What follows belongs to an exercise in optimizing a design on an open flow for small area, a short achievable clock period and few clock cycles per item; a production flow would make more cautious choices. Where RTL was checked, it was by simulation tests only, not by an equivalence proof against the original. Power is estimated from default activity; no workload was simulated.

gamma:
// cpu_top
module cpu_top (
    input  logic        clk,
    input  logic        reset,
    output logic [31:0] instr_addr,
    input  logic [31:0] instr_data,
    output logic        wb_cyc_o,
    output logic        wb_stb_o,
    output logic        wb_we_o,
    output logic [31:0] wb_adr_o,
    output logic [31:0] wb_dat_o,
    input  logic        wb_ack_i,
    input  logic [31:0] wb_dat_i
);
make LEC_CHECK=0 CAP_MARGIN=25 CORE_MARGIN=2 CORE_UTILIZATION=50 GPL_ROUTABILITY_DRIVEN=1 SETUP_SLACK_MARGIN=3.0 SLEW_MARGIN=25 finish   # period 6.5 ns
run.sh (not shown) runs the stock make flow with config.mk's settings and CLKGATE_MAP_FILE= SYNTH_SCRIPT=/design/flow/synth_recipe.tcl, a recipe that flattens the netlist after the stock synthesis.
gamma finished every step from synthesis to the final layout, and the layout passed the timing, design-rule and antenna checks.
> inputs changed (gamma -> alpha)
Settings: an added CTS_BUF_LIST of sky130_fd_sc_hd__clkbuf_4 sky130_fd_sc_hd__clkbuf_8.
==> results.txt <==
Die area came out exactly the same in alpha and gamma.
Via count | alpha above gamma
Sort alpha and gamma by final core area utilization desc -> top: gamma
gamma and alpha ended up with roughly the same final wirelength.
As far as wire length of the first global-routing pass is concerned, gamma and alpha perform about the same.
Looking only at diode insertion count for antenna repair, and setting everything else aside, the higher value of alpha and gamma goes to alpha.
According to the power report, total power for alpha is lower than for gamma.
The maximum frequency of alpha was superior to that of gamma.
The leakage component of the power of alpha was superior to that of gamma.
Cmp alpha vs gamma: number of global-route vias before repair higher in alpha
No run of this note included a check of the RTL's function; only the layout flow was run.

* * *

The RTL this note starts from:
==> flow/design.v <==
module cpu_top (
    input  logic        clk,
    input  logic        reset,
    output logic [31:0] instr_addr,
    input  logic [31:0] instr_data,
    output logic        wb_cyc_o,
    output logic        wb_stb_o,
    output logic        wb_we_o,
    output logic [31:0] wb_adr_o,
    output logic [31:0] wb_dat_o,
    input  logic        wb_ack_i,
    input  logic [31:0] wb_dat_i
);
    logic [31:2] pc;
    logic        e_wr, e_ld, e_st;      
    logic        e_sub, e_add, e_and, e_or, e_slt;
    logic        e_far, e_fad, e_fan;   
    logic        e_fbr, e_fbd, e_fbn;   
    logic        e_obr, e_obd, e_obn;   
    logic        e_imb;                 
    logic [4:0]  e_rd;
    logic [31:0] e_a, e_b;
    logic [11:0] e_imm;
    logic        m_wr, m_ld, m_mem, m_st;
    logic [4:0]  m_rd;
    logic [31:0] m_res, m_sd;
    logic [31:0] regs [1:31];
    logic        busy;
    logic [31:0] wd;
    assign busy = m_mem && !wb_ack_i;
    assign wd   = m_ld ? wb_dat_i : m_res;
    assign wb_cyc_o = m_mem;
    assign wb_stb_o = m_mem;
    assign wb_we_o  = m_st;
    assign wb_adr_o = m_res;
    assign wb_dat_o = m_sd;
    always_ff @(posedge clk) begin
        if (m_wr && !busy) regs[m_rd] <= wd;
    end
    logic [31:0] ins;
    logic [6:0]  opc;
    logic [2:0]  f3;
    logic [4:0]  rs1, rs2, rd;
    logic        is_ld, is_st, is_ai, is_r, f3_ok, r_ok, d_wr, d_sub;
    logic [31:0] rv1, rv2;
    assign ins   = instr_data;
    assign opc   = ins[6:0];
    assign f3    = ins[14:12];
    assign rd    = ins[11:7];
    assign rs1   = ins[19:15];
    assign rs2   = ins[24:20];
    assign is_ld = (opc == 7'b0000011);
    assign is_st = (opc == 7'b0100011);
    assign is_ai = (opc == 7'b0010011);
    assign is_r  = (opc == 7'b0110011);
    assign f3_ok = (f3 == 3'b000) || (f3 == 3'b111) || (f3 == 3'b110) || (f3 == 3'b010);
    assign r_ok  = (ins[31:25] == 7'b0000000 && f3_ok) ||
                   (ins[31:25] == 7'b0100000 && f3 == 3'b000);
    assign d_wr  = (is_ld || (is_ai && f3_ok) || (is_r && r_ok)) && (rd != 5'd0);
    assign d_sub = is_r && ins[30];
    logic [31:1] oh1, oh2;
    logic [31:0] mx1, mx2;
    logic        byp1, byp2;
    always_comb begin
        mx1 = '0;
        mx2 = '0;
        for (int i = 1; i < 32; i++) begin
            oh1[i] = (rs1 == 5'(i));
            oh2[i] = (rs2 == 5'(i));
            mx1 = mx1 | (regs[i] & {32{oh1[i]}});
            mx2 = mx2 | (regs[i] & {32{oh2[i]}});
        end
    end
    assign byp1 = m_wr && m_rd == rs1;
    assign byp2 = m_wr && m_rd == rs2;
    assign rv1  = byp1 ? wd : mx1;
    assign rv2  = byp2 ? wd : mx2;
    always_ff @(posedge clk) begin
        if (reset) begin
            pc   <= '0;
            e_wr <= 1'b0;
            e_ld <= 1'b0;
            e_st <= 1'b0;
        end else if (!busy) begin
            pc   <= pc + 30'd1;
            e_wr <= d_wr;
            e_ld <= is_ld;
            e_st <= is_st;
        end
    end
    always_ff @(posedge clk) begin
        if (!busy) begin
            e_sub <= d_sub || (f3 == 3'b010 && (is_r || is_ai));
            e_add <= !((is_r || is_ai) && (f3 == 3'b111 || f3 == 3'b110 || f3 == 3'b010));
            e_and <= (is_r || is_ai) && f3 == 3'b111;
            e_or  <= (is_r || is_ai) && f3 == 3'b110;
            e_slt <= (is_r || is_ai) && f3 == 3'b010;
            e_far <= e_wr && !e_ld && e_rd == rs1;
            e_fad <= e_wr &&  e_ld && e_rd == rs1;
            e_fan <= !(e_wr && e_rd == rs1);
            e_fbr <= e_wr && !e_ld && e_rd == rs2;
            e_fbd <= e_wr &&  e_ld && e_rd == rs2;
            e_fbn <= !(e_wr && e_rd == rs2);
            e_obr <= is_r && e_wr && !e_ld && e_rd == rs2;
            e_obd <= is_r && e_wr &&  e_ld && e_rd == rs2;
            e_obn <= is_r && !(e_wr && e_rd == rs2);
            e_imb <= !is_r;
            e_rd  <= rd;
            e_a   <= rv1;
            e_b   <= rv2;
            e_imm <= is_st ? {ins[31:25], ins[11:7]} : ins[31:20];
        end
    end
    assign instr_addr = {pc, 2'b00};
    logic [31:0] opa, opr2, opb, opbx, sum, res;
    logic        lt;
    assign opa  = (m_res & {32{e_far}}) | (wb_dat_i & {32{e_fad}}) | (e_a & {32{e_fan}});
    assign opr2 = (m_res & {32{e_fbr}}) | (wb_dat_i & {32{e_fbd}}) | (e_b & {32{e_fbn}});
    assign opb  = (m_res & {32{e_obr}}) | (wb_dat_i & {32{e_obd}}) |
                  (e_b & {32{e_obn}}) | ({{20{e_imm[11]}}, e_imm} & {32{e_imb}});
    assign opbx = opb ^ {32{e_sub}};
    logic [31:0] g0, p0;
    logic [31:0] gk [0:5];
    logic [31:0] pk [0:5];
    logic [32:0] cy;
    assign g0 = opa & opbx;
    assign p0 = opa ^ opbx;
    always_comb begin
        gk[0] = g0;
        pk[0] = p0;
        gk[0][0] = g0[0] | (p0[0] & e_sub);
        for (int l = 0; l < 5; l++) begin
            for (int i = 0; i < 32; i++) begin
                if (i >= (1 << l)) begin
                    gk[l+1][i] = gk[l][i] | (pk[l][i] & gk[l][i - (1 << l)]);
                    pk[l+1][i] = pk[l][i] & pk[l][i - (1 << l)];
                end else begin
                    gk[l+1][i] = gk[l][i];
                    pk[l+1][i] = pk[l][i];
                end
            end
        end
        cy = {gk[5], e_sub};
    end
    assign sum = p0 ^ cy[31:0];
    assign lt  = (opa[31] ^ opb[31]) ? opa[31] : sum[31];
    logic [31:0] lres;
    assign lres = ((opa & opb) & {32{e_and}}) | ((opa | opb) & {32{e_or}}) | {31'd0, lt & e_slt};
    assign res  = e_add ? sum : lres;
    always_ff @(posedge clk) begin
        if (reset) begin
            m_wr  <= 1'b0;
            m_ld  <= 1'b0;
            m_mem <= 1'b0;
            m_st  <= 1'b0;
        end else if (!busy) begin
            m_wr  <= e_wr;
            m_ld  <= e_ld;
            m_mem <= e_ld || e_st;
            m_st  <= e_st;
        end
    end
    always_ff @(posedge clk) begin
        if (!busy) begin
            m_rd  <= e_rd;
            m_res <= res;
            m_sd  <= opr2;
        end
    end
endmodule
clock: 6.5 ns
lec_check: 0
cap_margin: 25
core_margin: 2
core_utilization: 40
cts_buf_list: sky130_fd_sc_hd__clkbuf_4 sky130_fd_sc_hd__clkbuf_8
setup_slack_margin: 3.5
slew_margin: 25
The first run passed the timing, design-rule and antenna checks.
Testbench counts at the start, summed over its fixed seeds: cycles 8,263, instrs 8,247.
==> next run, changes <==
- CORE_UTILIZATION: 40 -> 50
- GPL_ROUTABILITY_DRIVEN: default -> 1
- SETUP_SLACK_MARGIN: 3.5 -> 3.0
Outcome: The changed run finished with timing, DRC and antenna clean. Hold slack gets better by 0.0035 ns. Design area went down by about 2%. Synthesized area is unchanged. Worst setup slack gets worse by 0.044 ns. Routed wire length went up by 1.2%. Maximum frequency went down by about 1.2%. Count of clock-buffer cells in the layout went down by 4. Critical path depth went up by 1. Clock power went up by 5.8%. Cell count went down by 7.4%.
==> next run, changes <==
- SETUP_SLACK_MARGIN: 3.0 -> 3.5
The changed run finished with timing, DRC and antenna clean.
Via count increases by 2.0%.
Routed wire length increases by 3.3%.
Clock skew drops by 0.016 ns.
Power stays flat.
Worst setup slack gets worse by 0.037 ns.

* * *

Setup of run 1:
Another version of the RTL of cpu_top (not shown whole).
Size: roughly 4100 cells after synthesis, roughly 1200 flip-flops, about 170 I/O pins, about 53000 µm² of cells after synthesis.
make LEC_CHECK=0 CAP_MARGIN=25 CORE_MARGIN=2 CORE_UTILIZATION=40 SETUP_SLACK_MARGIN=3.0 SLEW_MARGIN=25 finish   # period 6.5 ns
Every stage of the flow completed for run 1, and the final layout passed the timing, design-rule and antenna checks.
Testbench counts of run 1, summed over its fixed seeds: cycles 8,263, instrs 8,247.
Relative to run 1, the following input files were edited for run 2:
- CORE_UTILIZATION now 50, was 40
- GPL_ROUTABILITY_DRIVEN now 1, previously not set
--- outcome ---
Run 2 was carried through to the last stage, and its layout satisfied the timing, design-rule and antenna checks.
Looking only at clock network power share, and setting everything else aside, the lower value of run 2 and run 1 goes to run 1.
Run 2 against run 1: layout overhead on the synthesized area saw a decrease, area of the multi-input gates has increased, headroom to the max-slew limit moved up.
Comparing run 2 and run 1, the higher post-route clock period utilization was measured on run 1.
Summary of run 2 over run 1: logic depth of the worst register-to-register path level; number of global-route vias before repair moved down.
Looking at delay of the slowest critical-path stage, run 2 sits 0.12 ns higher than run 1 does.
Run 2 ended up with a higher final core area utilization than run 1 did.
Total wire length after detailed routing | run 2 below run 1
[inputs] run 3 vs run 2
- CTS_BUF_LIST now sky130_fd_sc_hd__clkbuf_4 sky130_fd_sc_hd__clkbuf_8, previously not set
- SETUP_SLACK_MARGIN now 3.5, was 3.0
Notes after the runs:
Relative to run 2, the power measured on run 3 has decreased by a few percent.
Compared with run 2, average routed wire per standard cell in run 3 decreased slightly.
| first-iteration DRC count | lower: run 2 |
Run 2 -> run 3: die area flat
Re area of the placeable core: no difference whatsoever between run 2 and run 3.

[static timing again, ports no longer ideal]
No port has a modelled driver above. Below, the same layouts with a new extraction and two added sets of constraints.
Step 1, drivers: a clkbuf_16 drives clk and a buf_2 each remaining input, both assumed.
Step 2 times the ports against the registers' clock, not the clock port: input delays grow and output delays shrink by t, the midpoint of the rising clock arrivals with the driver on.
Slacks: ideal / step 1 / step 2; pairs: ideal / step 1.
run	t (ns)	setup WS [ns]	clock arrival spread, ns	slew at the worst register clock pin (ns)
gamma	0.828	2.713 / 2.713 / 1.942	0.031 / 0.032	0.07 / 0.07
alpha	0.980	2.753 / 2.799 / 1.820	0.054 / 0.054	0.07 / 0.07
the first run of note 2	1.008	2.853 / 2.857 / 1.881	0.065 / 0.065	0.07 / 0.07
the second run of note 2	0.980	2.809 / 2.809 / 1.882	0.075 / 0.075	0.08 / 0.08
the third run of note 2	0.959	2.772 / 2.772 / 1.871	0.056 / 0.056	0.07 / 0.07
run 1	0.837	2.773 / 2.799 / 1.976	0.036 / 0.036	0.07 / 0.07
run 2	0.817	2.784 / 2.791 / 1.989	0.044 / 0.045	0.07 / 0.07
run 3	0.964	2.856 / 2.856 / 1.992	0.071 / 0.070	0.07 / 0.07
After both steps setup and hold are still met in every run listed. For the first run of note 2, which loses most, drivers alone change the setup slack by +0.004 ns; drivers and shift together by -0.972 ns.
